This design comes from an exercise in tuning for small area, a short achievable clock period and few clock cycles on the open sky130 flow, not from production work. Only simulation tests tie the RTL to the original design; equivalence was not proved. No activity file was given, so power comes from the tool's default toggle rates.

==> module count_sorter, before the edit <==
module count_sorter #(
	parameter int NUM_SYMBOLS = 6,
	parameter int CNT_W       = 8,
	parameter int IDX_W       = 3
) (
	input  logic [NUM_SYMBOLS-1:0][CNT_W-1:0]  cnt,
	output logic [NUM_SYMBOLS-1:0][CNT_W-1:0]  init_cnt,    
	output logic [NUM_SYMBOLS-1:0][IDX_W-1:0]  init_pos     
);
	localparam int N = NUM_SYMBOLS;
	logic two_first;    
	assign two_first = (cnt[1] <= cnt[0]);
	always_comb begin
		for (int k = 2; k < N; k++) begin
			init_cnt[k - 2] = cnt[k];
			init_pos[k]     = IDX_W'(k - 2);
		end
		init_cnt[N - 2] = two_first ? cnt[1] : cnt[0];
		init_cnt[N - 1] = two_first ? cnt[0] : cnt[1];
		init_pos[0]     = two_first ? IDX_W'(N - 1) : IDX_W'(N - 2);
		init_pos[1]     = two_first ? IDX_W'(N - 2) : IDX_W'(N - 1);
	end
endmodule
==> module tree_merger, before the edit <==
module tree_merger #(
	parameter int NUM_SYMBOLS = 6,
	parameter int CNT_W       = 8,
	parameter int IDX_W       = 3
) (
	input  logic                                    clk,
	input  logic                                    reset,
	input  logic                                    load,          
	input  logic [NUM_SYMBOLS-1:0][CNT_W-1:0]       init_cnt,
	input  logic [NUM_SYMBOLS-1:0][IDX_W-1:0]       init_pos,
	output logic                                    first,         
	output logic                                    merge,         
	output logic                                    last,          
	output logic [NUM_SYMBOLS-1:0]                  sym_a,         
	output logic [NUM_SYMBOLS-1:0]                  sym_b,         
	output logic [NUM_SYMBOLS-1:0]                  sym_c,         
	output logic                                    c_first        
);
	localparam int N          = NUM_SYMBOLS;
	localparam int SORT_STEPS = N - 2;
	localparam int STEPS      = SORT_STEPS + N - 2;    
	logic [N-1:0][CNT_W-1:0]  e;
	logic [N-1:0][N-1:0]      at;       
	logic [STEPS-1:0]         run;      
	logic                     sorting;
	logic                     sort_next;    
	logic [CNT_W-1:0]         x;            
	logic [N+1:0]             lt;           
	logic [N+1:0][CNT_W-1:0]  ex;           
	logic [N-1:0]             ins;          
	logic [N-1:0]             head;         
	logic [CNT_W-1:0]         u;
	logic [CNT_W-1:0]         v;
	logic [CNT_W-1:0]         sum_uv;
	logic [CNT_W-1:0]         sum_ux;
	logic                     take_uv;
	assign sorting   = run[STEPS - SORT_STEPS];
	assign sort_next = run[STEPS - SORT_STEPS + 1];
	assign u      = sorting ? e[1] : e[2];
	assign v      = sorting ? e[2] : e[3];
	assign sum_uv = u + v;
	assign sum_ux = u + x;
	assign take_uv = sorting ? lt[2] : lt[3];
	always_comb begin
		for (int p = 0; p < N + 2; p++)
			ex[p] = (p < N) ? e[p] : '1;
		lt = '0;
		for (int p = 1; p < N; p++)
			lt[p] = (e[p] < x)
				|| (p <= SORT_STEPS - 1 && run[STEPS - SORT_STEPS + p]);    
		lt[0] = 1'b1;
		if (!sorting)
			lt[1] = 1'b1;
		for (int q = 0; q < N; q++)
			ins[q] = sorting ? (lt[q] && !lt[q + 1]) : (lt[q + 1] && !lt[q + 2]);
		for (int k = 0; k < N; k++) begin
			sym_a[k] = at[k][0];
			sym_b[k] = at[k][1];
			sym_c[k] = at[k][2];
			head[k]  = at[k][0] || (!sorting && at[k][1]);
		end
	end
	assign first   = run[STEPS - 1];
	assign c_first = lt[2];
	always_ff @(posedge clk) begin
		if (reset) begin
			run   <= '0;
			merge <= 1'b0;
			last  <= 1'b0;
		end else if (load) begin
			run   <= '1;
			merge <= 1'b0;
			last  <= 1'b0;
		end else begin
			run   <= run >> 1;
			merge <= run[1] && !run[STEPS - SORT_STEPS + 1];
			last  <= run[1] && !run[2];
		end
	end
	always_ff @(posedge clk) begin
		if (!run[0])
			x <= init_cnt[0];
		else if (sort_next)
			x <= lt[1] ? e[1] : x;
		else
			x <= ({CNT_W{take_uv}} & sum_uv) | ({CNT_W{!take_uv}} & sum_ux);
	end
	always_ff @(posedge clk) begin
		if (!run[0]) begin
			e <= init_cnt;
			for (int k = 0; k < N; k++)
				at[k] <= N'(1) << init_pos[k];
		end else begin
			for (int q = 0; q < N; q++) begin
				if (sorting) begin
					if (lt[q + 1])
						e[q] <= ex[q + 1];
					else if (lt[q])
						e[q] <= x;
					else
						e[q] <= ex[q];
				end else begin
					if (lt[q + 2])
						e[q] <= ex[q + 2];
					else if (lt[q + 1])
						e[q] <= x;
					else
						e[q] <= ex[q + 1];
				end
			end
			for (int k = 0; k < N; k++) begin
				for (int q = 0; q < N; q++) begin
					if (sorting)
						at[k][q] <= (q + 1 < N && at[k][q + 1] && lt[q + 1])
						         || (q >= 1 && at[k][q] && !lt[q])
						         || (head[k] && ins[q]);
					else
						at[k][q] <= (q + 2 < N && at[k][q + 2] && lt[q + 2])
						         || (q >= 1 && q + 1 < N && at[k][q + 1] && !lt[q + 1])
						         || (head[k] && ins[q]);
				end
			end
		end
	end
endmodule
export LEC_CHECK = 0
export CAP_MARGIN = 20
export CORE_MARGIN = 2
export CORE_UTILIZATION = 40
export CTS_CLUSTER_DIAMETER = 80
export CTS_CLUSTER_SIZE = 20
export SETUP_SLACK_MARGIN = 3.2
export SLEW_MARGIN = 20
create_clock -name core_clock -period 6.0 [get_ports {clk}]
standard.sh (not shown) runs the stock make flow with config.mk's settings and CLKGATE_MAP_FILE= SYNTH_SCRIPT=/design/flow/synth_recipe.tcl, a recipe that flattens the netlist after the stock synthesis.
==> flow/flow/run.sh <==
#!/bin/bash
# The standard layout, with the smallest plain buffer on the ports and the
# resizer free to change a cell's footprint (the platform holds it to the same
# footprint, which keeps the port buffers in the slow delay-buffer family).
set -euo pipefail
bash standard.sh MATCH_CELL_FOOTPRINT=0 \
	"BUFFER_PORTS_ARGS=-buffer_cell sky130_fd_sc_hd__buf_1" \
	finish > standard_flow.log 2>&1
The first run passed the timing, DRC and antenna checks.
Testbench counts at the start, summed over its fixed seeds: cycles 19,092.
==> next run, changes <==
--- a/flow/design.v
+++ b/flow/design.v
@@ -48,16 +48,11 @@
 	output logic [NUM_SYMBOLS-1:0][IDX_W-1:0]  init_pos     
 );
-	localparam int N = NUM_SYMBOLS;
-	logic two_first;    
-	assign two_first = (cnt[1] <= cnt[0]);
 	always_comb begin
-		for (int k = 2; k < N; k++) begin
-			init_cnt[k - 2] = cnt[k];
-			init_pos[k]     = IDX_W'(k - 2);
+		init_cnt[NUM_SYMBOLS-1] = cnt[0];
+		init_pos[0]             = IDX_W'(NUM_SYMBOLS - 1);
+		for (int k = 1; k < NUM_SYMBOLS; k++) begin
+			init_cnt[k - 1] = cnt[k];
+			init_pos[k]     = IDX_W'(k - 1);
 		end
-		init_cnt[N - 2] = two_first ? cnt[1] : cnt[0];
-		init_cnt[N - 1] = two_first ? cnt[0] : cnt[1];
-		init_pos[0]     = two_first ? IDX_W'(N - 1) : IDX_W'(N - 2);
-		init_pos[1]     = two_first ? IDX_W'(N - 2) : IDX_W'(N - 1);
 	end
 endmodule
@@ -81,5 +76,5 @@
 );
 	localparam int N          = NUM_SYMBOLS;
-	localparam int SORT_STEPS = N - 2;
+	localparam int SORT_STEPS = N - 1;
 	localparam int STEPS      = SORT_STEPS + N - 2;    
 	logic [N-1:0][CNT_W-1:0]  e;
@@ -125,19 +120,14 @@
 	end
 	assign first   = run[STEPS - 1];
+	assign merge   = run[0] && !sorting;
+	assign last    = run[0] && !run[1];
 	assign c_first = lt[2];
 	always_ff @(posedge clk) begin
-		if (reset) begin
-			run   <= '0;
-			merge <= 1'b0;
-			last  <= 1'b0;
-		end else if (load) begin
-			run   <= '1;
-			merge <= 1'b0;
-			last  <= 1'b0;
-		end else begin
-			run   <= run >> 1;
-			merge <= run[1] && !run[STEPS - SORT_STEPS + 1];
-			last  <= run[1] && !run[2];
-		end
+		if (reset)
+			run <= '0;
+		else if (load)
+			run <= '1;
+		else
+			run <= run >> 1;
 	end
 	always_ff @(posedge clk) begin
Effect: Final cell count came out lower by about 5%; power shrinks by 4.6%; global-route usage goes up by 0.34 points; final area went down by 1.4%; setup slack is better by 0.0093 ns; clock power is about the same; synthesized cell count shrinks by about 6%; wire length stays flat.
Testbench counts after the change, summed over its fixed seeds: cycles 19,476.

afterwards: timing with drivers on the ports:
The results above use ideal ports. As a check the final layouts listed here were re-extracted and re-timed, cells and wires unchanged.
Step 1: set_driving_cell puts a clkbuf_16 on clk and a buf_2 on each other input, an assumption about the parent block.
Step 2 times the ports against the registers' clock, not the clock port: input delays grow and output delays shrink by t, the midpoint of the rising clock arrivals with the driver on.
Three values: ideal ports, drivers, drivers and shift; two values: the first two.
run | t (ns) | setup WS [ns] | worst register clock-pin slew, ns | pins driven straight from the clock port
the first run | 0.527 | 3.240 / 3.240 / 2.908 | 0.09 / 0.09 | 1
the second run | 0.529 | 3.249 / 3.249 / 2.858 | 0.09 / 0.09 | 1
After both steps every run listed still meets setup and hold. The setup slack of the second run, which loses most, moves by 0.000 ns with the drivers and by -0.391 ns with both steps.
